Context: an optimization exercise on an open-source flow, tuned for small area, a short achievable clock period and few clock cycles per item. The choices shown serve that exercise and are no tape-out recipe. In this exercise RTL edits were held to simulation tests only and were not proved equivalent to the original.

== run 1 ==
Design apb_crc_mc, start of the top module:
module apb_crc_mc #(
  parameter int DATA_WIDTH = 32,
  parameter int ADDR_WIDTH = 32,
  parameter int NUM_CH     = 4,
  parameter int CRC_WIDTH  = 32,
  parameter int FIFO_DEPTH = 4
) (
  input  logic                  clk,
  input  logic                  rstn,
  input  logic [ADDR_WIDTH-1:0] s_paddr,
  input  logic [DATA_WIDTH-1:0] s_pwdata,
  output logic [DATA_WIDTH-1:0] s_prdata,
  output logic                  s_pslverr,
  input  logic                  s_pwrite,
  input  logic                  s_psel,
  input  logic                  s_penable,
  output logic                  s_pready,
  input  logic [3:0]            s_pstrb
);
  logic [31:0] poly_q   [0:3];
  logic [31:0] init_q   [0:3];
  logic [31:0] xorout_q [0:3];
  logic [1:0]  rot_r;
  logic [31:0] crc_r    [0:3];
  logic        refin_r  [0:3];
  logic        refout_r [0:3];
  logic        setup_s, ch_ok_s, err_s, is_res_s;
  logic [1:0]  ch_s;
  logic [4:0]  off_s;
  logic [31:0] rd_s, res_s;
  logic [1:0]  pos_s;
  logic [31:0] poly_s, init_s, xorout_s;
  assign setup_s  = s_psel & ~s_penable;
  assign ch_s     = s_paddr[6:5];
  assign off_s    = s_paddr[4:0];
  assign ch_ok_s  = ~s_paddr[7];
  assign is_res_s = (off_s == apb_crc_mc_pkg::OFF_RESULT);
  assign pos_s    = ch_s + rot_r;
  assign poly_s   = poly_q[pos_s];
  assign init_s   = init_q[pos_s];
  assign xorout_s = xorout_q[pos_s];
  always_comb begin
    case (off_s)
      apb_crc_mc_pkg::OFF_CTRL, apb_crc_mc_pkg::OFF_POLY, apb_crc_mc_pkg::OFF_INIT,
      apb_crc_mc_pkg::OFF_XOROUT, apb_crc_mc_pkg::OFF_DATA:
        err_s = ~ch_ok_s;
      apb_crc_mc_pkg::OFF_RESULT, apb_crc_mc_pkg::OFF_STATUS:
        err_s = ~ch_ok_s | s_pwrite;
      default:
        err_s = 1'b1;
    endcase
  end
  ...
clock: 6.0 ns
lec_check: 0
abc_clock_period_in_ps: 3500
cap_margin: 20
core_margin: 2
core_utilization: 45
cts_buf_list: sky130_fd_sc_hd__clkbuf_16
cts_cluster_diameter: 100
cts_cluster_size: 25
setup_slack_margin: 2.1
slew_margin: 20
run.sh (not shown) runs the stock make flow with config.mk's settings and CLKGATE_MAP_FILE= SYNTH_SCRIPT=/design/flow/synth_recipe.tcl, a recipe that flattens the netlist after the stock synthesis.
Having completed the whole flow, run 1 delivered a layout that passed the timing, design-rule and antenna checks.
Testbench counts of run 1, summed over its fixed seeds: cycles 3,849, bytes 4,655.
Here is what was changed in the inputs of run 2 compared with run 1.
- SETUP_SLACK_MARGIN now 2.0, was 2.1
- CORE_UTILIZATION now 55, was 45
Results
Number of tap instances, run 1 and run 2: lower on run 2. Fmax | run 2 vs run 1 | run 2 slower. The fraction of area in registers of run 2 exceeds that of run 1 by 1.2 points.
For run 3, these inputs were changed with respect to run 2:
- SETUP_SLACK_MARGIN changed from 2.0 to 1.8
Findings:
Diff run 2 -> run 3 | data arrival time of the worst path | increase of 0.25 ns. Taking run 2 as the reference point, the actual transition at the worst max-transition pin of run 3 falls by 0.18 ns. Run 3 has non-clock buffer count in the final layout below what run 2 had. Run 3 ended up with a lower post-cts resize count than run 2 did.
Inputs modified between run 3 and run 4:
- ABC_CLOCK_PERIOD_IN_PS: 3500 -> unset
- CAP_MARGIN: 20 -> 10
- SETUP_SLACK_MARGIN: 1.8 -> 2.0
- SLEW_MARGIN: 20 -> 10
## What came out
Run 4 was carried through to the last stage, and its layout satisfied the timing, design-rule and antenna checks. Diff run 3 -> run 4: final net count went up by 20; fraction of layout cells with a size suffix above 1 went up by 2.1 points; area enclosed by the die boundary was more or less identical. Of the two values seen for destination of the critical timing path, crc_r[1][22] was produced by run 3 and crc_r[0][14] by run 4.

* * *

== build 73 ==
Another version of the RTL of apb_crc_mc (not shown whole).
Size: roughly 2,600 cells after synthesis, ~33,000 um2 of cells after synthesis.
Settings: LEC_CHECK=0, ABC_CLOCK_PERIOD_IN_PS=3500, CAP_MARGIN=20, CORE_MARGIN=2, CORE_UTILIZATION=55, CTS_BUF_LIST=sky130_fd_sc_hd__clkbuf_16, CTS_CLUSTER_DIAMETER=100, CTS_CLUSTER_SIZE=25, SETUP_SLACK_MARGIN=2.0, SLEW_MARGIN=20; clock period 6.0 ns.
Testbench counts of build 73, summed over its fixed seeds: cycles 3,849, bytes 4,655.
--- input diff build 73..build 53 ---
# build 73
export LEC_CHECK = 0
export ABC_CLOCK_PERIOD_IN_PS = 3500
export CAP_MARGIN = 20
export CORE_MARGIN = 2
export CORE_UTILIZATION = 55
export CTS_BUF_LIST = sky130_fd_sc_hd__clkbuf_16
export CTS_CLUSTER_DIAMETER = 100
export CTS_CLUSTER_SIZE = 25
export SETUP_SLACK_MARGIN = 2.0
export SLEW_MARGIN = 20
create_clock -name core_clock -period 6.0 [get_ports {clk}]
# build 53
export LEC_CHECK = 0
export ABC_CLOCK_PERIOD_IN_PS = 3000
export CAP_MARGIN = 20
export CORE_MARGIN = 2
export CORE_UTILIZATION = 55
export CTS_BUF_LIST = sky130_fd_sc_hd__clkbuf_16
export CTS_CLUSTER_DIAMETER = 100
export CTS_CLUSTER_SIZE = 25
export SETUP_SLACK_MARGIN = 2.5
export SLEW_MARGIN = 20
create_clock -name core_clock -period 6.0 [get_ports {clk}]
Met1 track demand over resource in global routing (build 53 over build 73): increase, 1.0 points. Per the comparison of build 53 with build 73, met2 capacity usage during global routing went up; per-cell via count in the routed design flat. Compared to build 73, build 53 leaves less free space in the core. Build 53: setup fix buffers added after clock tree synthesis is 170% higher than what build 73 reported. Between build 73 and build 53, design area is higher for build 53, build 73 comes in under that. Number of nets in the layout ended up 111 higher on build 53 than on build 73. Between build 53 and build 73, it is build 53 whose hold slack is lower, by 0.0067 ns.
Here is what was changed in the inputs of build 93 compared with build 53.
# build 53
export LEC_CHECK = 0
export ABC_CLOCK_PERIOD_IN_PS = 3000
export CAP_MARGIN = 20
export CORE_MARGIN = 2
export CORE_UTILIZATION = 55
export CTS_BUF_LIST = sky130_fd_sc_hd__clkbuf_16
export CTS_CLUSTER_DIAMETER = 100
export CTS_CLUSTER_SIZE = 25
export SETUP_SLACK_MARGIN = 2.5
export SLEW_MARGIN = 20
create_clock -name core_clock -period 6.0 [get_ports {clk}]
# build 93
export LEC_CHECK = 0
export CAP_MARGIN = 20
export CORE_MARGIN = 2
export CORE_UTILIZATION = 70
export CTS_BUF_LIST = sky130_fd_sc_hd__clkbuf_16
export CTS_CLUSTER_DIAMETER = 100
export CTS_CLUSTER_SIZE = 25
export PLACE_DENSITY = 0.72
export SETUP_SLACK_MARGIN = 2.0
export SLEW_MARGIN = 20
create_clock -name core_clock -period 6.0 [get_ports {clk}]
Findings:
Looking only at met2 track demand over resource, and setting everything else aside, the lower value of build 53 and build 93 goes to build 53. Compare build 53 and build 93 | utilization lower: build 53. Build 53 reports its timing endpoint of the critical path as crc_r[0][11]$_DFFE_PP_ while build 93 reports crc_r[2][26]$_DFFE_PP_. Number of stages on the worst setup path: build 53 and build 93 compared, higher one is build 53. Going from build 53 to build 93, maximum count of clock buffers along a single path held; fmax went down 3.3%; routed via count went down 68; height of the die went down about 11%. Of build 93 and build 53, it is build 93 that has the higher sequential share of layout area.

[static timing again, ports no longer ideal]
No port has a modelled driver above. Below, the same layouts with a new extraction and two added sets of constraints. Step 1: set_driving_cell puts a clkbuf_16 on clk and a buf_2 on each other input, an assumption about the parent block. Step 2 times the ports against the registers' clock, not the clock port: input delays grow and output delays shrink by t, the midpoint of the rising clock arrivals with the driver on. a / b / c = ideal / step 1 / step 2; a / b = the first two.
| run | t (ns) | setup WS [ns] | worst hold slack (ns) | clock arrival spread, ns | worst register clock-pin slew, ns |
|---|---|---|---|---|---|
| run 1 | 0.661 | 2.097 / 2.097 / 1.571 | 0.344 / 0.344 / 0.344 | 0.045 / 0.045 | 0.10 / 0.10 |
| run 2 | 0.637 | 2.020 / 2.020 / 1.521 | 0.343 / 0.343 / 0.343 | 0.043 / 0.042 | 0.10 / 0.10 |
| run 3 | 0.641 | 1.802 / 1.802 / 1.334 | 0.347 / 0.347 / 0.347 | 0.043 / 0.043 | 0.10 / 0.10 |
| run 4 | 0.637 | 2.020 / 2.020 / 1.521 | 0.343 / 0.343 / 0.343 | 0.043 / 0.042 | 0.10 / 0.10 |
| build 73 | 0.674 | 2.074 / 2.074 / 1.876 | 0.618 / 0.618 / 0.618 | 0.026 / 0.026 | 0.11 / 0.11 |
| build 53 | 0.670 | 2.104 / 2.104 / 1.973 | 0.612 / 0.612 / 0.612 | 0.045 / 0.045 | 0.11 / 0.11 |
| build 93 | 0.675 | 1.970 / 1.970 / 1.754 | 0.607 / 0.607 / 0.607 | 0.025 / 0.025 | 0.11 / 0.11 |
After both steps every run listed still meets setup and hold. The setup slack of run 1, which loses most, moves by 0.000 ns with the drivers and by -0.526 ns with both steps.
